This design comes from an exercise in tuning for small area and a short achievable clock period on the open sky130 flow, not from production work.
RTL that was checked went through simulation tests only; none was proved equivalent to the original.
The RTL of runs 2 and 3 was laid out without a check of its function.
No activity file was given, so power comes from the tool's default toggle rates.

==> flow/design.v, too long to show whole: its modules and the start of the top module <==
// module worley_field_pipe: 3914 lines
// module wl_fa: 10 lines
// module wl_ha: 9 lines
module worley_field_pipe #(
  parameter int NUM_PTS    = 4,
  parameter int COORD_W    = 10,
  parameter int H_ACTIVE   = 640,
  parameter int V_ACTIVE   = 480,
  parameter int DIST_SHIFT = 8,
  parameter int OUT_W      = 8
) (
  input  logic               clk,
  input  logic               rst_n,
  input  logic               frame_start,
  input  logic               pix_valid,
  input  logic [COORD_W-1:0] x,
  input  logic [COORD_W-1:0] y,
  output logic               noise_valid,
  output logic [OUT_W-1:0]   noise,
  output logic [2:0]         cell_id,
  output logic               busy
);
  // ...
==> flow/run.sh <==
#!/bin/bash
# synth_recipe.tcl (not shown) runs the flow's synth.tcl, then flattens the netlist and writes it again
# the make line also repeats each setting of config.mk as NAME=value (left out here)
make -C /OpenROAD-flow-scripts/flow DESIGN_CONFIG=/design/flow/config.mk WORK_HOME=/design/flow/orfs CLKGATE_MAP_FILE= SYNTH_SCRIPT=/design/flow/synth_recipe.tcl finish
==> flow/config.mk <==
export PLATFORM = sky130hd
export DESIGN_NAME = worley_field_pipe
export DESIGN_NICKNAME = worley_field_pipe
export VERILOG_FILES = /design/flow/design.v
export SDC_FILE = /design/flow/constraint.sdc
export NUM_CORES = 4
export LEC_CHECK = 0
export CAP_MARGIN = 20
export CORE_MARGIN = 2
export CORE_UTILIZATION = 40
export SETUP_SLACK_MARGIN = 5.0
export SLEW_MARGIN = 20
export SYNTH_HIERARCHICAL = 1
export SYNTH_MINIMUM_KEEP_SIZE = 0
==> flow/constraint.sdc <==
create_clock -name core_clock -period 8.0 [get_ports {clk}]
set_input_delay 1.6000 -clock core_clock [delete_from_list [all_inputs] [get_ports {clk}]]
set_output_delay 1.6000 -clock core_clock [all_outputs]
set_load 0.01 [all_outputs]
==> metrics.cfg, run 1 <==
[placed_design]
place_congestion = 0.910
postPlaceCellArea_mm2 = 0.0303
dp_hpwl_um = 57500
placed_cells = 3714
post-place-ws_ns = 4.48

[floorplan]
fp.dieH_um = 273
die_w_um = 273

[detailed_routing]
drt_wl_total_um = 73000

[power]
power_switching_mw = 5.41
seq_power_share = 0.285
clockPowerShare = 0.181
pg_seq_mw = 3.76
p_comb_frac = 0.535

[layout]
finalInstanceArea_mm2 = 0.0336
layout_commonest_cell = and2_1
final_cells = 3872
clock_buffers = 66
regArea_mm2 = 0.00894
inv_count = 187
fillers = 6471
clkCellAreaFrac = 0.0521

[setup_path]
critical-path-max-stage-delay_ns = 0.61
critPathCaptureType = flop
cp.required_ns = 8.47
critPathCapture = ra0[6]
crit_family = adder cells
path_class = flop to flop
start_kind = flop
critPathMostFrequentCell = fa_2

[outcome]
status = finished clean

[synth]
ys_async_sr_fraction = 0
synth_area_mm2 = 0.0289
ys_seq_area_frac = 0.300
synth_nets = 3322
syn_inst = 2758
synthAdderAreaFrac = 0.342
synth_common_cells = dfxtp_1 (432), fa_1 (372), and2_1 (366)

[clock_tree]
cts_resized = 232
postCtsHoldBufs = 0

[sta]
slew_headroom = 0.504
tightest_slew_ns = 0.738
finalClockSkew_ns = 0.0396

[hold_path]
holdPathStages = 0
hp-start = rl0[1]

[global_routing]
grt_pass1_vias = 21401

==> run 2, diff against run 1 <==
--- a/flow/design.v
+++ b/flow/design.v
@@ -217,18 +217,18 @@
       vyn[2] <= vyn[2] ^ (uy2_lo | uy2_hi);
       px[3] <= ux3_lo ? 10'd0 : ux3_hi ? 10'd639 : ux3_n;
       vxn[3] <= vxn[3] ^ (ux3_lo | ux3_hi);
       py[3] <= uy3_lo ? 10'd0 : uy3_hi ? 10'd479 : uy3_n;
       vyn[3] <= vyn[3] ^ (uy3_lo | uy3_hi);
     end
   logic [9:0] xs, ys;
   always_ff @(posedge clk) begin
-    xs <= x;
-    ys <= y;
+    xs <= ~x;
+    ys <= ~y;
   end
   logic [4:0] vld;
   always_ff @(posedge clk)
     if (!rst_n) vld <= '0;
     else        vld <= {vld, pix_valid};
   assign noise_valid = vld[4];
   logic sx0_0;
   logic sx0_1;
@@ -289,36 +289,36 @@
   logic sx0_56;
   logic sx0_57;
   logic sx0_58;
   logic sx0_59;
   logic sx0_60;
   logic sx0_61;
   logic sx0_62;
   logic sx0_63;
-  assign sx0_0 = xs[0] ^ ~px[0][0];
-  assign sx0_1 = xs[0] & ~px[0][0];
-  assign sx0_2 = xs[1] ^ ~px[0][1];
-  assign sx0_3 = xs[1] & ~px[0][1];
-  assign sx0_4 = xs[2] ^ ~px[0][2];
-  assign sx0_5 = xs[2] & ~px[0][2];
-  assign sx0_6 = xs[3] ^ ~px[0][3];
-  assign sx0_7 = xs[3] & ~px[0][3];
-  assign sx0_8 = xs[4] ^ ~px[0][4];
-  assign sx0_9 = xs[4] & ~px[0][4];
-  assign sx0_10 = xs[5] ^ ~px[0][5];
-  assign sx0_11 = xs[5] & ~px[0][5];
-  assign sx0_12 = xs[6] ^ ~px[0][6];
-  assign sx0_13 = xs[6] & ~px[0][6];
-  assign sx0_14 = xs[7] ^ ~px[0][7];
-  assign sx0_15 = xs[7] & ~px[0][7];
-  assign sx0_16 = xs[8] ^ ~px[0][8];
-  assign sx0_17 = xs[8] & ~px[0][8];
-  assign sx0_18 = xs[9] ^ ~px[0][9];
-  assign sx0_19 = xs[9] & ~px[0][9];
+  assign sx0_0 = px[0][0] ^ xs[0];
+  assign sx0_1 = px[0][0] & xs[0];
+  assign sx0_2 = px[0][1] ^ xs[1];
+  assign sx0_3 = px[0][1] & xs[1];
+  assign sx0_4 = px[0][2] ^ xs[2];
+  assign sx0_5 = px[0][2] & xs[2];
+  assign sx0_6 = px[0][3] ^ xs[3];
+  assign sx0_7 = px[0][3] & xs[3];
+  assign sx0_8 = px[0][4] ^ xs[4];
+  assign sx0_9 = px[0][4] & xs[4];
+  assign sx0_10 = px[0][5] ^ xs[5];
+  assign sx0_11 = px[0][5] & xs[5];
+  assign sx0_12 = px[0][6] ^ xs[6];
+  assign sx0_13 = px[0][6] & xs[6];
+  assign sx0_14 = px[0][7] ^ xs[7];
+  assign sx0_15 = px[0][7] & xs[7];
+  assign sx0_16 = px[0][8] ^ xs[8];
+  assign sx0_17 = px[0][8] & xs[8];
+  assign sx0_18 = px[0][9] ^ xs[9];
+  assign sx0_19 = px[0][9] & xs[9];
   assign sx0_20 = 1'b0 ^ 1'b1;
   assign sx0_21 = 1'b0 & 1'b1;
   assign sx0_22 = sx0_1 | (sx0_0 & 1'b1);
   assign sx0_23 = sx0_3 | (sx0_2 & sx0_22);
   assign sx0_24 = sx0_2 & sx0_0;
   assign sx0_25 = sx0_7 | (sx0_6 & sx0_5);
   assign sx0_26 = sx0_6 & sx0_4;
   assign sx0_27 = sx0_11 | (sx0_10 & sx0_9);
@@ -437,36 +437,36 @@
   logic sy0_56;
   logic sy0_57;
   logic sy0_58;
   logic sy0_59;
   logic sy0_60;
   logic sy0_61;
   logic sy0_62;
   logic sy0_63;
-  assign sy0_0 = ys[0] ^ ~py[0][0];
-  assign sy0_1 = ys[0] & ~py[0][0];
-  assign sy0_2 = ys[1] ^ ~py[0][1];
-  assign sy0_3 = ys[1] & ~py[0][1];
-  assign sy0_4 = ys[2] ^ ~py[0][2];
-  assign sy0_5 = ys[2] & ~py[0][2];
-  assign sy0_6 = ys[3] ^ ~py[0][3];
-  assign sy0_7 = ys[3] & ~py[0][3];
-  assign sy0_8 = ys[4] ^ ~py[0][4];
-  assign sy0_9 = ys[4] & ~py[0][4];
-  assign sy0_10 = ys[5] ^ ~py[0][5];
-  assign sy0_11 = ys[5] & ~py[0][5];
-  assign sy0_12 = ys[6] ^ ~py[0][6];
-  assign sy0_13 = ys[6] & ~py[0][6];
-  assign sy0_14 = ys[7] ^ ~py[0][7];
-  assign sy0_15 = ys[7] & ~py[0][7];
-  assign sy0_16 = ys[8] ^ ~py[0][8];
-  assign sy0_17 = ys[8] & ~py[0][8];
-  assign sy0_18 = ys[9] ^ ~py[0][9];
-  assign sy0_19 = ys[9] & ~py[0][9];
+  assign sy0_0 = py[0][0] ^ ys[0];
+  assign sy0_1 = py[0][0] & ys[0];
+  assign sy0_2 = py[0][1] ^ ys[1];
+  assign sy0_3 = py[0][1] & ys[1];
+  assign sy0_4 = py[0][2] ^ ys[2];
+  assign sy0_5 = py[0][2] & ys[2];
+  assign sy0_6 = py[0][3] ^ ys[3];
+  assign sy0_7 = py[0][3] & ys[3];
+  assign sy0_8 = py[0][4] ^ ys[4];
+  assign sy0_9 = py[0][4] & ys[4];
+  assign sy0_10 = py[0][5] ^ ys[5];
+  assign sy0_11 = py[0][5] & ys[5];
+  assign sy0_12 = py[0][6] ^ ys[6];
+  assign sy0_13 = py[0][6] & ys[6];
+  assign sy0_14 = py[0][7] ^ ys[7];
+  assign sy0_15 = py[0][7] & ys[7];
+  assign sy0_16 = py[0][8] ^ ys[8];
+  assign sy0_17 = py[0][8] & ys[8];
+  assign sy0_18 = py[0][9] ^ ys[9];
+  assign sy0_19 = py[0][9] & ys[9];
   assign sy0_20 = 1'b0 ^ 1'b1;
   assign sy0_21 = 1'b0 & 1'b1;
   assign sy0_22 = sy0_1 | (sy0_0 & 1'b1);
   assign sy0_23 = sy0_3 | (sy0_2 & sy0_22);
   assign sy0_24 = sy0_2 & sy0_0;
   assign sy0_25 = sy0_7 | (sy0_6 & sy0_5);
   assign sy0_26 = sy0_6 & sy0_4;
   assign sy0_27 = sy0_11 | (sy0_10 & sy0_9);
@@ -585,36 +585,36 @@
   logic sx1_56;
   logic sx1_57;
   logic sx1_58;
   logic sx1_59;
   logic sx1_60;
   logic sx1_61;
   logic sx1_62;
   logic sx1_63;
-  assign sx1_0 = xs[0] ^ ~px[1][0];
-  assign sx1_1 = xs[0] & ~px[1][0];
-  assign sx1_2 = xs[1] ^ ~px[1][1];
-  assign sx1_3 = xs[1] & ~px[1][1];
-  assign sx1_4 = xs[2] ^ ~px[1][2];
-  assign sx1_5 = xs[2] & ~px[1][2];
-  assign sx1_6 = xs[3] ^ ~px[1][3];
-  assign sx1_7 = xs[3] & ~px[1][3];
-  assign sx1_8 = xs[4] ^ ~px[1][4];
-  assign sx1_9 = xs[4] & ~px[1][4];
-  assign sx1_10 = xs[5] ^ ~px[1][5];
-  assign sx1_11 = xs[5] & ~px[1][5];
-  assign sx1_12 = xs[6] ^ ~px[1][6];
-  assign sx1_13 = xs[6] & ~px[1][6];
-  assign sx1_14 = xs[7] ^ ~px[1][7];
-  assign sx1_15 = xs[7] & ~px[1][7];
-  assign sx1_16 = xs[8] ^ ~px[1][8];
-  assign sx1_17 = xs[8] & ~px[1][8];
-  assign sx1_18 = xs[9] ^ ~px[1][9];
-  assign sx1_19 = xs[9] & ~px[1][9];
+  assign sx1_0 = px[1][0] ^ xs[0];
+  assign sx1_1 = px[1][0] & xs[0];
+  assign sx1_2 = px[1][1] ^ xs[1];
+  assign sx1_3 = px[1][1] & xs[1];
+  assign sx1_4 = px[1][2] ^ xs[2];
+  assign sx1_5 = px[1][2] & xs[2];
+  assign sx1_6 = px[1][3] ^ xs[3];
+  assign sx1_7 = px[1][3] & xs[3];
+  assign sx1_8 = px[1][4] ^ xs[4];
+  assign sx1_9 = px[1][4] & xs[4];
+  assign sx1_10 = px[1][5] ^ xs[5];
+  assign sx1_11 = px[1][5] & xs[5];
+  assign sx1_12 = px[1][6] ^ xs[6];
+  assign sx1_13 = px[1][6] & xs[6];
+  assign sx1_14 = px[1][7] ^ xs[7];
+  assign sx1_15 = px[1][7] & xs[7];
+  assign sx1_16 = px[1][8] ^ xs[8];
+  assign sx1_17 = px[1][8] & xs[8];
+  assign sx1_18 = px[1][9] ^ xs[9];
+  assign sx1_19 = px[1][9] & xs[9];
   assign sx1_20 = 1'b0 ^ 1'b1;
   assign sx1_21 = 1'b0 & 1'b1;
   assign sx1_22 = sx1_1 | (sx1_0 & 1'b1);
   assign sx1_23 = sx1_3 | (sx1_2 & sx1_22);
   assign sx1_24 = sx1_2 & sx1_0;
   assign sx1_25 = sx1_7 | (sx1_6 & sx1_5);
   assign sx1_26 = sx1_6 & sx1_4;
   assign sx1_27 = sx1_11 | (sx1_10 & sx1_9);
@@ -733,36 +733,36 @@
   logic sy1_56;
   logic sy1_57;
   logic sy1_58;
   logic sy1_59;
   logic sy1_60;
   logic sy1_61;
   logic sy1_62;
   logic sy1_63;
-  assign sy1_0 = ys[0] ^ ~py[1][0];
-  assign sy1_1 = ys[0] & ~py[1][0];
-  assign sy1_2 = ys[1] ^ ~py[1][1];
-  assign sy1_3 = ys[1] & ~py[1][1];
-  assign sy1_4 = ys[2] ^ ~py[1][2];
-  assign sy1_5 = ys[2] & ~py[1][2];
-  assign sy1_6 = ys[3] ^ ~py[1][3];
-  assign sy1_7 = ys[3] & ~py[1][3];
-  assign sy1_8 = ys[4] ^ ~py[1][4];
-  assign sy1_9 = ys[4] & ~py[1][4];
-  assign sy1_10 = ys[5] ^ ~py[1][5];
-  assign sy1_11 = ys[5] & ~py[1][5];
-  assign sy1_12 = ys[6] ^ ~py[1][6];
-  assign sy1_13 = ys[6] & ~py[1][6];
-  assign sy1_14 = ys[7] ^ ~py[1][7];
-  assign sy1_15 = ys[7] & ~py[1][7];
-  assign sy1_16 = ys[8] ^ ~py[1][8];
-  assign sy1_17 = ys[8] & ~py[1][8];
-  assign sy1_18 = ys[9] ^ ~py[1][9];
-  assign sy1_19 = ys[9] & ~py[1][9];
+  assign sy1_0 = py[1][0] ^ ys[0];
+  assign sy1_1 = py[1][0] & ys[0];
+  assign sy1_2 = py[1][1] ^ ys[1];
+  assign sy1_3 = py[1][1] & ys[1];
+  assign sy1_4 = py[1][2] ^ ys[2];
+  assign sy1_5 = py[1][2] & ys[2];
+  assign sy1_6 = py[1][3] ^ ys[3];
+  assign sy1_7 = py[1][3] & ys[3];
+  assign sy1_8 = py[1][4] ^ ys[4];
+  assign sy1_9 = py[1][4] & ys[4];
+  assign sy1_10 = py[1][5] ^ ys[5];
+  assign sy1_11 = py[1][5] & ys[5];
+  assign sy1_12 = py[1][6] ^ ys[6];
+  assign sy1_13 = py[1][6] & ys[6];
+  assign sy1_14 = py[1][7] ^ ys[7];
+  assign sy1_15 = py[1][7] & ys[7];
+  assign sy1_16 = py[1][8] ^ ys[8];
+  assign sy1_17 = py[1][8] & ys[8];
+  assign sy1_18 = py[1][9] ^ ys[9];
+  assign sy1_19 = py[1][9] & ys[9];
   assign sy1_20 = 1'b0 ^ 1'b1;
   assign sy1_21 = 1'b0 & 1'b1;
   assign sy1_22 = sy1_1 | (sy1_0 & 1'b1);
   assign sy1_23 = sy1_3 | (sy1_2 & sy1_22);
   assign sy1_24 = sy1_2 & sy1_0;
   assign sy1_25 = sy1_7 | (sy1_6 & sy1_5);
   assign sy1_26 = sy1_6 & sy1_4;
   assign sy1_27 = sy1_11 | (sy1_10 & sy1_9);
@@ -881,36 +881,36 @@
   logic sx2_56;
   logic sx2_57;
   logic sx2_58;
   logic sx2_59;
   logic sx2_60;
   logic sx2_61;
   logic sx2_62;
   logic sx2_63;
-  assign sx2_0 = xs[0] ^ ~px[2][0];
-  assign sx2_1 = xs[0] & ~px[2][0];
-  assign sx2_2 = xs[1] ^ ~px[2][1];
-  assign sx2_3 = xs[1] & ~px[2][1];
-  assign sx2_4 = xs[2] ^ ~px[2][2];
-  assign sx2_5 = xs[2] & ~px[2][2];
-  assign sx2_6 = xs[3] ^ ~px[2][3];
-  assign sx2_7 = xs[3] & ~px[2][3];
-  assign sx2_8 = xs[4] ^ ~px[2][4];
-  assign sx2_9 = xs[4] & ~px[2][4];
-  assign sx2_10 = xs[5] ^ ~px[2][5];
-  assign sx2_11 = xs[5] & ~px[2][5];
-  assign sx2_12 = xs[6] ^ ~px[2][6];
-  assign sx2_13 = xs[6] & ~px[2][6];
-  assign sx2_14 = xs[7] ^ ~px[2][7];
-  assign sx2_15 = xs[7] & ~px[2][7];
-  assign sx2_16 = xs[8] ^ ~px[2][8];
-  assign sx2_17 = xs[8] & ~px[2][8];
-  assign sx2_18 = xs[9] ^ ~px[2][9];
-  assign sx2_19 = xs[9] & ~px[2][9];
+  assign sx2_0 = px[2][0] ^ xs[0];
+  assign sx2_1 = px[2][0] & xs[0];
+  assign sx2_2 = px[2][1] ^ xs[1];
+  assign sx2_3 = px[2][1] & xs[1];
+  assign sx2_4 = px[2][2] ^ xs[2];
+  assign sx2_5 = px[2][2] & xs[2];
+  assign sx2_6 = px[2][3] ^ xs[3];
+  assign sx2_7 = px[2][3] & xs[3];
+  assign sx2_8 = px[2][4] ^ xs[4];
+  assign sx2_9 = px[2][4] & xs[4];
+  assign sx2_10 = px[2][5] ^ xs[5];
+  assign sx2_11 = px[2][5] & xs[5];
+  assign sx2_12 = px[2][6] ^ xs[6];
+  assign sx2_13 = px[2][6] & xs[6];
+  assign sx2_14 = px[2][7] ^ xs[7];
+  assign sx2_15 = px[2][7] & xs[7];
+  assign sx2_16 = px[2][8] ^ xs[8];
+  assign sx2_17 = px[2][8] & xs[8];
+  assign sx2_18 = px[2][9] ^ xs[9];
+  assign sx2_19 = px[2][9] & xs[9];
   assign sx2_20 = 1'b0 ^ 1'b1;
   assign sx2_21 = 1'b0 & 1'b1;
   assign sx2_22 = sx2_1 | (sx2_0 & 1'b1);
   assign sx2_23 = sx2_3 | (sx2_2 & sx2_22);
   assign sx2_24 = sx2_2 & sx2_0;
   assign sx2_25 = sx2_7 | (sx2_6 & sx2_5);
   assign sx2_26 = sx2_6 & sx2_4;
   assign sx2_27 = sx2_11 | (sx2_10 & sx2_9);
@@ -1029,36 +1029,36 @@
   logic sy2_56;
   logic sy2_57;
   logic sy2_58;
   logic sy2_59;
   logic sy2_60;
   logic sy2_61;
   logic sy2_62;
   logic sy2_63;
-  assign sy2_0 = ys[0] ^ ~py[2][0];
-  assign sy2_1 = ys[0] & ~py[2][0];
-  assign sy2_2 = ys[1] ^ ~py[2][1];
-  assign sy2_3 = ys[1] & ~py[2][1];
-  assign sy2_4 = ys[2] ^ ~py[2][2];
-  assign sy2_5 = ys[2] & ~py[2][2];
-  assign sy2_6 = ys[3] ^ ~py[2][3];
-  assign sy2_7 = ys[3] & ~py[2][3];
-  assign sy2_8 = ys[4] ^ ~py[2][4];
-  assign sy2_9 = ys[4] & ~py[2][4];
-  assign sy2_10 = ys[5] ^ ~py[2][5];
-  assign sy2_11 = ys[5] & ~py[2][5];
-  assign sy2_12 = ys[6] ^ ~py[2][6];
-  assign sy2_13 = ys[6] & ~py[2][6];
-  assign sy2_14 = ys[7] ^ ~py[2][7];
-  assign sy2_15 = ys[7] & ~py[2][7];
-  assign sy2_16 = ys[8] ^ ~py[2][8];
-  assign sy2_17 = ys[8] & ~py[2][8];
-  assign sy2_18 = ys[9] ^ ~py[2][9];
-  assign sy2_19 = ys[9] & ~py[2][9];
+  assign sy2_0 = py[2][0] ^ ys[0];
+  assign sy2_1 = py[2][0] & ys[0];
+  assign sy2_2 = py[2][1] ^ ys[1];
+  assign sy2_3 = py[2][1] & ys[1];
+  assign sy2_4 = py[2][2] ^ ys[2];
+  assign sy2_5 = py[2][2] & ys[2];
+  assign sy2_6 = py[2][3] ^ ys[3];
+  assign sy2_7 = py[2][3] & ys[3];
+  assign sy2_8 = py[2][4] ^ ys[4];
+  assign sy2_9 = py[2][4] & ys[4];
+  assign sy2_10 = py[2][5] ^ ys[5];
+  assign sy2_11 = py[2][5] & ys[5];
+  assign sy2_12 = py[2][6] ^ ys[6];
+  assign sy2_13 = py[2][6] & ys[6];
+  assign sy2_14 = py[2][7] ^ ys[7];
+  assign sy2_15 = py[2][7] & ys[7];
+  assign sy2_16 = py[2][8] ^ ys[8];
+  assign sy2_17 = py[2][8] & ys[8];
+  assign sy2_18 = py[2][9] ^ ys[9];
+  assign sy2_19 = py[2][9] & ys[9];
   assign sy2_20 = 1'b0 ^ 1'b1;
   assign sy2_21 = 1'b0 & 1'b1;
   assign sy2_22 = sy2_1 | (sy2_0 & 1'b1);
   assign sy2_23 = sy2_3 | (sy2_2 & sy2_22);
   assign sy2_24 = sy2_2 & sy2_0;
   assign sy2_25 = sy2_7 | (sy2_6 & sy2_5);
   assign sy2_26 = sy2_6 & sy2_4;
   assign sy2_27 = sy2_11 | (sy2_10 & sy2_9);
@@ -1177,36 +1177,36 @@
   logic sx3_56;
   logic sx3_57;
   logic sx3_58;
   logic sx3_59;
   logic sx3_60;
   logic sx3_61;
   logic sx3_62;
   logic sx3_63;
-  assign sx3_0 = xs[0] ^ ~px[3][0];
-  assign sx3_1 = xs[0] & ~px[3][0];
-  assign sx3_2 = xs[1] ^ ~px[3][1];
-  assign sx3_3 = xs[1] & ~px[3][1];
-  assign sx3_4 = xs[2] ^ ~px[3][2];
-  assign sx3_5 = xs[2] & ~px[3][2];
-  assign sx3_6 = xs[3] ^ ~px[3][3];
-  assign sx3_7 = xs[3] & ~px[3][3];
-  assign sx3_8 = xs[4] ^ ~px[3][4];
-  assign sx3_9 = xs[4] & ~px[3][4];
-  assign sx3_10 = xs[5] ^ ~px[3][5];
-  assign sx3_11 = xs[5] & ~px[3][5];
-  assign sx3_12 = xs[6] ^ ~px[3][6];
-  assign sx3_13 = xs[6] & ~px[3][6];
-  assign sx3_14 = xs[7] ^ ~px[3][7];
-  assign sx3_15 = xs[7] & ~px[3][7];
-  assign sx3_16 = xs[8] ^ ~px[3][8];
-  assign sx3_17 = xs[8] & ~px[3][8];
-  assign sx3_18 = xs[9] ^ ~px[3][9];
-  assign sx3_19 = xs[9] & ~px[3][9];
+  assign sx3_0 = px[3][0] ^ xs[0];
+  assign sx3_1 = px[3][0] & xs[0];
+  assign sx3_2 = px[3][1] ^ xs[1];
+  assign sx3_3 = px[3][1] & xs[1];
+  assign sx3_4 = px[3][2] ^ xs[2];
+  assign sx3_5 = px[3][2] & xs[2];
+  assign sx3_6 = px[3][3] ^ xs[3];
+  assign sx3_7 = px[3][3] & xs[3];
+  assign sx3_8 = px[3][4] ^ xs[4];
+  assign sx3_9 = px[3][4] & xs[4];
+  assign sx3_10 = px[3][5] ^ xs[5];
+  assign sx3_11 = px[3][5] & xs[5];
+  assign sx3_12 = px[3][6] ^ xs[6];
+  assign sx3_13 = px[3][6] & xs[6];
+  assign sx3_14 = px[3][7] ^ xs[7];
+  assign sx3_15 = px[3][7] & xs[7];
+  assign sx3_16 = px[3][8] ^ xs[8];
+  assign sx3_17 = px[3][8] & xs[8];
+  assign sx3_18 = px[3][9] ^ xs[9];
+  assign sx3_19 = px[3][9] & xs[9];
   assign sx3_20 = 1'b0 ^ 1'b1;
   assign sx3_21 = 1'b0 & 1'b1;
   assign sx3_22 = sx3_1 | (sx3_0 & 1'b1);
   assign sx3_23 = sx3_3 | (sx3_2 & sx3_22);
   assign sx3_24 = sx3_2 & sx3_0;
   assign sx3_25 = sx3_7 | (sx3_6 & sx3_5);
   assign sx3_26 = sx3_6 & sx3_4;
   assign sx3_27 = sx3_11 | (sx3_10 & sx3_9);
@@ -1325,36 +1325,36 @@
   logic sy3_56;
   logic sy3_57;
   logic sy3_58;
   logic sy3_59;
   logic sy3_60;
   logic sy3_61;
   logic sy3_62;
   logic sy3_63;
-  assign sy3_0 = ys[0] ^ ~py[3][0];
-  assign sy3_1 = ys[0] & ~py[3][0];
-  assign sy3_2 = ys[1] ^ ~py[3][1];
-  assign sy3_3 = ys[1] & ~py[3][1];
-  assign sy3_4 = ys[2] ^ ~py[3][2];
-  assign sy3_5 = ys[2] & ~py[3][2];
-  assign sy3_6 = ys[3] ^ ~py[3][3];
-  assign sy3_7 = ys[3] & ~py[3][3];
-  assign sy3_8 = ys[4] ^ ~py[3][4];
-  assign sy3_9 = ys[4] & ~py[3][4];
-  assign sy3_10 = ys[5] ^ ~py[3][5];
-  assign sy3_11 = ys[5] & ~py[3][5];
-  assign sy3_12 = ys[6] ^ ~py[3][6];
-  assign sy3_13 = ys[6] & ~py[3][6];
-  assign sy3_14 = ys[7] ^ ~py[3][7];
-  assign sy3_15 = ys[7] & ~py[3][7];
-  assign sy3_16 = ys[8] ^ ~py[3][8];
-  assign sy3_17 = ys[8] & ~py[3][8];
-  assign sy3_18 = ys[9] ^ ~py[3][9];
-  assign sy3_19 = ys[9] & ~py[3][9];
+  assign sy3_0 = py[3][0] ^ ys[0];
+  assign sy3_1 = py[3][0] & ys[0];
+  assign sy3_2 = py[3][1] ^ ys[1];
+  assign sy3_3 = py[3][1] & ys[1];
+  assign sy3_4 = py[3][2] ^ ys[2];
+  assign sy3_5 = py[3][2] & ys[2];
+  assign sy3_6 = py[3][3] ^ ys[3];
+  assign sy3_7 = py[3][3] & ys[3];
+  assign sy3_8 = py[3][4] ^ ys[4];
+  assign sy3_9 = py[3][4] & ys[4];
+  assign sy3_10 = py[3][5] ^ ys[5];
+  assign sy3_11 = py[3][5] & ys[5];
+  assign sy3_12 = py[3][6] ^ ys[6];
+  assign sy3_13 = py[3][6] & ys[6];
+  assign sy3_14 = py[3][7] ^ ys[7];
+  assign sy3_15 = py[3][7] & ys[7];
+  assign sy3_16 = py[3][8] ^ ys[8];
+  assign sy3_17 = py[3][8] & ys[8];
+  assign sy3_18 = py[3][9] ^ ys[9];
+  assign sy3_19 = py[3][9] & ys[9];
   assign sy3_20 = 1'b0 ^ 1'b1;
   assign sy3_21 = 1'b0 & 1'b1;
   assign sy3_22 = sy3_1 | (sy3_0 & 1'b1);
   assign sy3_23 = sy3_3 | (sy3_2 & sy3_22);
   assign sy3_24 = sy3_2 & sy3_0;
   assign sy3_25 = sy3_7 | (sy3_6 & sy3_5);
   assign sy3_26 = sy3_6 & sy3_4;
   assign sy3_27 = sy3_11 | (sy3_10 & sy3_9);
==> flow/flow/run.sh (new file) <==
#!/bin/bash
set -euo pipefail
export SETUP_SLACK_MARGIN=5.6
bash standard.sh synth > synth.log 2>&1
bash standard.sh > layout.log 2>&1
==> flow/standard.sh (new file) <==
#!/bin/bash
# synth_recipe.tcl (not shown) runs the flow's synth.tcl, then flattens the netlist and writes it again
# the make line also repeats each setting of config.mk as NAME=value (left out here)
make -C /OpenROAD-flow-scripts/flow DESIGN_CONFIG=/design/flow/config.mk WORK_HOME=/design/flow/orfs CLKGATE_MAP_FILE= SYNTH_SCRIPT=/design/flow/synth_recipe.tcl "${@:-finish}"
==> flow/config.mk (replaced) <==
export PLATFORM = sky130hd
export DESIGN_NAME = worley_field_pipe
export DESIGN_NICKNAME = worley_field_pipe
export VERILOG_FILES = /design/flow/design.v
export SDC_FILE = /design/flow/constraint.sdc
export NUM_CORES = 4
export LEC_CHECK = 0
export CAP_MARGIN = 20
export CORE_MARGIN = 2
export CORE_UTILIZATION = 50
export SLEW_MARGIN = 20
export SYNTH_HIERARCHICAL = 1
export SYNTH_MINIMUM_KEEP_SIZE = 0
removed: flow/run.sh
==> run 2 against run 1 <==
  * Clock power down 6%
  * Fmax down 3.6%
  * Utilization up 19 points
  * Sequential share of layout area down 2.3 points
  * Critical path depth up 8
  * Via count up 3.2%
  * Setup slack worse by 0.11 ns
  * Register-to-register slack worse by 0.11 ns
  * Synthesized cell count down 1.7%
  * Global-route usage up 6.3 points
  * Area after synthesis down 0.65%
  * Cell count down 1.5%
  * Critical endpoint is now ay0[8]
  * Largest cell class unchanged
  * Highest routed layer unchanged
==> metrics.cfg, run 2 <==
[power]
ir_worst_vdd_v = 0.000521
p_leak_nw = 15.6
power_density_mw_per_mm2 = 372

[sta]
fin_ws_ns = 4.88
hold_violations = 0
finalClockSkew_ns = 0.0252  ; -0.0144 ns
setup_viol = 0
slew_headroom = 0.557  ; +0.0538
maxSlewViolCount = 0
period_share = 0.390
finalSetupTns_ns = 0
rsz0062_at_grt = true
fin_crit_ns = 3.12
max_freq_ghz = 0.321
tightest_slew_ns = 0.663  ; -0.0747 ns

[placed_design]
dp_hpwl_um = 56000  ; -2.6%
post-place-ws_ns = 4.59  ; +0.108 ns
place_congestion = 0.944  ; +3.8%
postPlaceCellArea_mm2 = 0.0311  ; +2.5%
port-buffer-count = 35
placed_cells = 3475  ; -6.4%

[setup_path]
crit_chain = inv_4 > buf_6 > ha_4 > inv_2 > fa_2 > buf_4 > fa_2 > nor2_1 > nand2_2 > or3_4 > or2_4 > buf_6 > o21ai_4 > xor2_1
cp.arrival_ns = 3.62
crit_path_start = ys[0]
critPathCaptureType = flop
critical-path-max-stage-delay_ns = 0.48  ; -0.13 ns
cp_max_fo = 3
path_class = flop to flop
critPathSlowestCell = fa_2
crit_family = simple AND/OR/NAND/NOR gates
worstReg2RegStart = ys[0]
cp.required_ns = 8.50  ; +0.03 ns
start_kind = flop
path_buf_inv = 5

[global_routing]
antenna_found_initial = 1
gr-total-overflow = 0
grt_pass1_vias = 22136  ; +3.4%
grt_max_degree = 44
grt_pass1_wl_um = 121000
grt_usage = 0.260

[synth]
yosysMostFrequentCell = dfxtp_1
synth_area_leader_cell = dfxtp_1
yosys.area.top_type_share = 0.302
yosysWarnings = 9
synth_edf_count = 0
synth_nets = 3276  ; -1.4%
synth_cell_types = 73
ys_ff_latch = 432
synth_common_cells = dfxtp_1 (432), and2_1 (376), fa_1 (372)
synthTopCellsByArea = dfxtp_1 (30%), fa_1 (26%), and2_1 (8.2%)
synth-main-ff-cell = dfxtp_1
ys_seq_area_frac = 0.302  ; +0.00197
syn_inst = 2712  ; -1.7%
syn_avg_cell_area_um2 = 10.6
ys_async_sr_fraction = 0  ; unchanged
synth_area_mm2 = 0.0287  ; -0.65%

[clock_tree]
cts_root_buf = clkbuf_16
insertion_delay_ns = 0.60
cts_max_path_buffers = 3
path_clk_slew_ns = 0.06
cts_num_sinks = 432
htreeDepth = 2
cts_made_buffers = 48
cts_tree = yes

[hold_path]
min_path_type = flop to flop
hp-start = rl1[0]

[floorplan]
placement_rows = 87
die_area_mm2 = 0.0593
io_pins = 37
start_util = 0.508
die_w_um = 243  ; -11%
core_area_mm2 = 0.0565
fp.dieH_um = 243  ; -11%

[layout]
fillers = 4259  ; -34%
fin_nets = 3589
drive_gt1_frac = 0.364
final_cells = 3815  ; -1.5%
layout_commonest_cell = dfxtp_1
top_regs = px (40), py (40)
syn_to_final_growth_pct = 29.7
final_core_util = 0.659
final_cell_mix = dfxtp_1 (303), and2_1 (293), fa_2 (218)
finalInstanceArea_mm2 = 0.0372  ; +11%

[outcome]
status = finished clean

[detailed_routing]
drt_wl_total_um = 77300  ; +5.8%
viasPerCell = 5.43
firstDrtPassIters = 7
drt_iter0_drc = 918
wl_per_cell_um = 20.3
ant_nets = 0
drt_drc_violations_left = 0
num_vias = 20726

[run]
cap_violations = 0

-- run 2: what timing repair did --
item	4_1_cts	5_1_grt
cloned	1	0
hold buffers	0	0
gates resized for setup	516	200
setup buffers	190	65
pin swaps	229	142
setup endpoints to repair	267	287
-- run 2: logic make-up after synthesis --
group,Yosys count,share of synthesized area
AOI/OAI and AO/OA,427,0.0970
xor gates and xnor gates,209,0.0638
adders and majority gates,561,0.340
buffers and inverters,179,0.0238
DFF,432,0.302
muxes,2,0.000698
other,1,0.000131
and+or+nand+nor,901,0.173
-- run 2: area by class of cell --
type	instances	area, um^2	share of cell area
Antenna cell	1	2.50	0.0000673
Clock buffer	67	1380	0.0372
Clock inverter	16	198	0.00531
Inverter	146	566	0.0152
Multi-Input combinational cell	2101	22300	0.599
Sequential cell	432	9020	0.243
Tap cell	756	946	0.0254
Timing Repair Buffer	296	2790	0.0749
-- run 2: metal layers --
metal	global-route usage	routed length, um
met4	0.0995	2640
met5	0	0
met2	0.437	37700
met1	0.341	33900
met3	0.0358	3030
-- run 2: path summary, 6_finish.rpt --
check | cells past startpoint | to | slack, ns
max | 14 | ay0[8] | 4.88
min reg2reg | 0 | d1[0] | 0.32
min | 0 | d1[0] | 0.32
max reg2reg | 14 | ay0[8] | 4.88
-- run 2: power by group --
group          internal (mW)  switching, mW
Sequential              2.97          0.819
Combinational           3.92           3.91
Clock                   1.33          0.906
-- run 2: per-module statistics from Yosys, one instance, submodules excluded --
module             times used  cell area [um^2]
worley_field_pipe           1             22100
wl_fa                     300              20.0
wl_ha                      44              12.5
-- run 2: through the flow --
| step | hold WS [ns] | total power [mW] |
|---|---|---|
| 6_report | 0.318 | 13.9 |
| 3_3_place_gp | 0.311 | 9.68 |
| 3_5_place_dp | 0.312 | 9.81 |
| 5_1_grt | 0.332 | 15.0 |
| 2_1_floorplan | 0.310 | 7.80 |
| 4_1_cts | 0.320 | 13.3 |
==> run 3, diff against run 2 <==
==> flow/flow/run.sh (replaced) <==
#!/bin/bash
set -euo pipefail
export SETUP_SLACK_MARGIN=5.3
bash standard.sh synth > synth.log 2>&1
bash standard.sh > layout.log 2>&1
==> run 3 against run 2 <==
  * Largest cell class unchanged
  * Routed wire length fell by 1.6%
  * Largest power group unchanged
  * Combinational power rose by 3.4%
  * Global-route usage fell by 0.10 points
  * Clock power rose by 3%
  * Highest routed layer unchanged
  * Setup slack improved by 0.11 ns
  * Sequential share of layout area rose by 0.40 points
  * Sequential power fell by 2%
  * Still clean on timing, DRC and antenna
==> metrics.cfg, run 3 <==
[layout]
final_cells = 3820  ; +0.13%
multi_input_area_mm2 = 0.0217  ; -2.6%
regArea_mm2 = 0.00901  ; -0.11%
fillers = 4430  ; +4.0%
drive_gt1_frac = 0.332  ; -0.0327
syn_to_final_growth_pct = 27.5
final_cell_mix = dfxtp_1 (311), and2_1 (310), fa_1 (200)
fin_nets = 3589  ; unchanged
final_core_util = 0.647  ; -0.0114
top_regs = px (40), py (40)
num_antenna_cells = 0  ; -1
layout_commonest_cell = dfxtp_1

[synth]
synth_edf_count = 0  ; unchanged
yosys.area.top_type_share = 0.302  ; unchanged
ys_seq_area_frac = 0.302  ; unchanged
yosysMostFrequentCell = dfxtp_1
ys_async_sr_fraction = 0  ; unchanged
synth_nets = 3276  ; unchanged
synthTopCellsByArea = dfxtp_1 (30%), fa_1 (26%), and2_1 (8.2%)
ys_ff_latch = 432  ; unchanged
synth_cell_types = 73  ; unchanged
synth_area_leader_cell = dfxtp_1
syn_avg_cell_area_um2 = 10.6  ; unchanged
synth-main-ff-cell = dfxtp_1
synth_area_mm2 = 0.0287  ; unchanged
syn_inst = 2712  ; unchanged
yosysWarnings = 9  ; unchanged
synth_common_cells = dfxtp_1 (432), and2_1 (376), fa_1 (372)

[clock_tree]
postCtsHoldBufs = 0  ; unchanged
cts_num_sinks = 432  ; unchanged
cts_root_buf = clkbuf_16
htreeDepth = 2  ; unchanged
path_clk_slew_ns = 0.06  ; about the same
cts_made_buffers = 49  ; +2.1%
cts_max_path_buffers = 3  ; unchanged
cts_tree = yes
insertion_delay_ns = 0.62  ; +0.02 ns

[setup_path]
cp_max_fo = 4  ; +1
critPathSlowestCell = or3_4
path_class = flop to flop
critPathCaptureType = flop
crit_chain = inv_4 > buf_6 > ha_4 > inv_2 > fa_2 > a21o_1 > a21o_1 > fa_2 > xor2_2 > or3_4 > or2_4 > nor2_2 > nand2_1 > nand2_1 > xnor2_1
critical-path-max-stage-delay_ns = 0.39  ; -0.09 ns
start_kind = flop
cp.arrival_ns = 3.54  ; -0.08 ns
cp.required_ns = 8.53  ; +0.03 ns

[sta]
rsz0062_at_grt = true
tightest_slew_ns = 0.650  ; -0.0127 ns
hold_violations = 0  ; unchanged
whs_ns = 0.322  ; +0.00383 ns
finalSetupTns_ns = 0  ; unchanged
slew_headroom = 0.566  ; +0.00845
max_freq_ghz = 0.332  ; +3.6%
finalClockSkew_ns = 0.0301  ; +0.00482 ns
fin_crit_ns = 3.01  ; -0.108 ns
setup_viol = 0  ; unchanged
maxSlewViolCount = 0  ; unchanged
fin_ws_ns = 4.99  ; +0.108 ns
period_share = 0.376  ; -0.0136

[global_routing]
gr-total-overflow = 0  ; unchanged
antenna_found_initial = 0  ; -1
grt_pass1_wl_um = 120000  ; -0.42%
grt_pass1_vias = 21836  ; -1.4%
grt_max_degree = 44  ; unchanged
grt_usage = 0.259  ; -0.00103

[power]
p_leak_nw = 15.5  ; -0.84%
p_comb_frac = 0.573  ; +0.008
ir_worst_vdd_v = 0.000269  ; -48%
clockPowerShare = 0.163  ; about the same
power_switching_mw = 5.77  ; +2.4%
power_density_mw_per_mm2 = 387  ; +3.8%
internal-power_mw = 8.37  ; +1.8%
seq_power_share = 0.264  ; -0.010
swShare = 0.408  ; +0.00157

[floorplan]
fp.dieH_um = 243  ; unchanged
core_area_mm2 = 0.0565  ; unchanged
placement_rows = 87  ; unchanged
start_util = 0.508  ; unchanged
die_w_um = 243  ; unchanged
io_pins = 37  ; unchanged
die_area_mm2 = 0.0593  ; unchanged

[detailed_routing]
ant_nets = 0  ; unchanged
viasPerCell = 5.38  ; -1.0%
drt_drc_violations_left = 0  ; unchanged
num_vias = 20539  ; -0.90%
wl_per_cell_um = 19.9  ; -1.7%
drt_wl_total_um = 76100  ; -1.6%
drt_iter0_drc = 1026  ; +12%
firstDrtPassIters = 7  ; unchanged

[placed_design]
place_congestion = 0.943  ; -0.11%
dp_hpwl_um = 55500  ; -0.87%
post-place-ws_ns = 4.61  ; +0.0248 ns
placed_cells = 3472  ; -0.086%
port-buffer-count = 35  ; unchanged

[outcome]
status = finished clean

[run]
cap_violations = 0  ; unchanged

[hold_path]
min_path_type = flop to flop

run 3: final cells by class:
| type | count | share of cell area |
|---|---|---|
| Sequential cell | 432 | 0.247 |
| Inverter | 146 | 0.0157 |
| Tap cell | 756 | 0.0259 |
| Timing Repair Buffer | 294 | 0.0719 |
| Clock inverter | 24 | 0.00712 |
| Multi-Input combinational cell | 2101 | 0.594 |
| Clock buffer | 66 | 0.0386 |
| Timing Repair inverter | 1 | 0.000103 |
run 3: final timing paths:
kind / from / endpoint / slack [ns] / cells after the start
max: xs[0] / ax2[9] / 4.99 / 15
max reg2reg: xs[0] / ax2[9] / 4.99 / 15
min reg2reg: rl0[5] / d0[5] / 0.32 / 0
min: rl0[5] / d0[5] / 0.32 / 0
run 3: logic make-up after synthesis:
logic type / share of synthesized area
AOI/OAI and AO/OA: 0.0970
xor gates and xnor gates: 0.0638
adders and majority gates: 0.340
buffers and inverters: 0.0238
DFF: 0.302
muxes: 0.000698
other: 0.000131
and+or+nand+nor: 0.173
run 3: timing repair:
action                                  4_1_cts  5_1_grt
buffers inserted                            178       79
resized for setup                           478      284
endpoints found under the setup margin      192      233
cloned                                        1        0
pin swaps                                   231      243
run 3: worst max-delay path: cells and delay by family (launching register included):
family / cells / cell delay (ns)
AND/OR/NAND/NOR: 5 / 0.87
AO/OA/AOI/OAI: 2 / 0.38
XOR/XNOR: 2 / 0.30
buffers and inverters: 3 / 0.21
flip-flops: 1 / 0.33
adder cells (fa/ha/maj): 3 / 0.84
run 3: Yosys stat by module (local to each module, per instance):
module	copies in the design	cells	area [um^2]	flip-flops and latches
worley_field_pipe	1	2368	22100	432
wl_fa	300	1	20.0	0
wl_ha	44	1	12.5	0
run 3: power groups by stage:
stage | Clock, mW | Sequential [mW] | Combinational, mW
after global placement | 0 | 3.77 | 5.86
final | 2.31 | 3.73 | 8.10
after floorplan | 0 | 3.42 | 4.08
after global routing | 2.45 | 3.81 | 8.98
after CTS | 2.36 | 3.71 | 7.29
after detailed placement | 0 | 3.79 | 5.94
run 3: per-stage QoR:
step / power (mW) / area (um^2)
after floorplan: 7.51 / 29200
after detailed placement: 9.73 / 30300
after global routing: 15.2 / 36600
after CTS: 13.4 / 34800
after global placement: 9.64 / 30300
final: 14.1 / 36600
run 3: metal layers:
| layer | vias to the layer above | track usage | part of all wire | routed length, um |
|---|---|---|---|---|
| met5 | - | 0 | 0 | 0 |
| met4 | 0 | 0.0737 | 0.024 | 1830 |
| met3 | 104 | 0.0345 | 0.041 | 3160 |
| met2 | 424 | 0.445 | 0.50 | 37700 |
| met1 | 10328 | 0.342 | 0.44 | 33400 |
| li1 | 9683 | - | - | - |

-- re-timing with driven ports --
The flow's constraints put no driver on any port. The routed layouts listed below were extracted and timed again, unchanged, in two steps. Step 1 (the two cells are an assumption about what drives the block):
set clk [get_ports {clk}]
set_driving_cell -lib_cell sky130_fd_sc_hd__clkbuf_16 $clk
set_driving_cell -lib_cell sky130_fd_sc_hd__buf_2 [delete_from_list [all_inputs] $clk]
Step 2 times the ports against the registers' clock, not the clock port: input delays grow and output delays shrink by t, the midpoint of the rising clock arrivals with the driver on. Three values: no drivers, after step 1, after step 2; two values: the first two.
run	shift t [ns]	setup WS [ns]	worst setup path after step 2	worst slew at a driven data input, ns
run 1	0.655	4.995 / 4.995 / 4.481	input to register	0.04
run 2	0.645	4.882 / 4.882 / 4.882	register to register	0.04
run 3	0.662	4.991 / 4.991 / 4.991	register to register	0.04
After both steps every run listed still meets setup and hold. The setup slack of run 1, which loses most, moves by 0.000 ns with the drivers and by -0.514 ns with both steps.
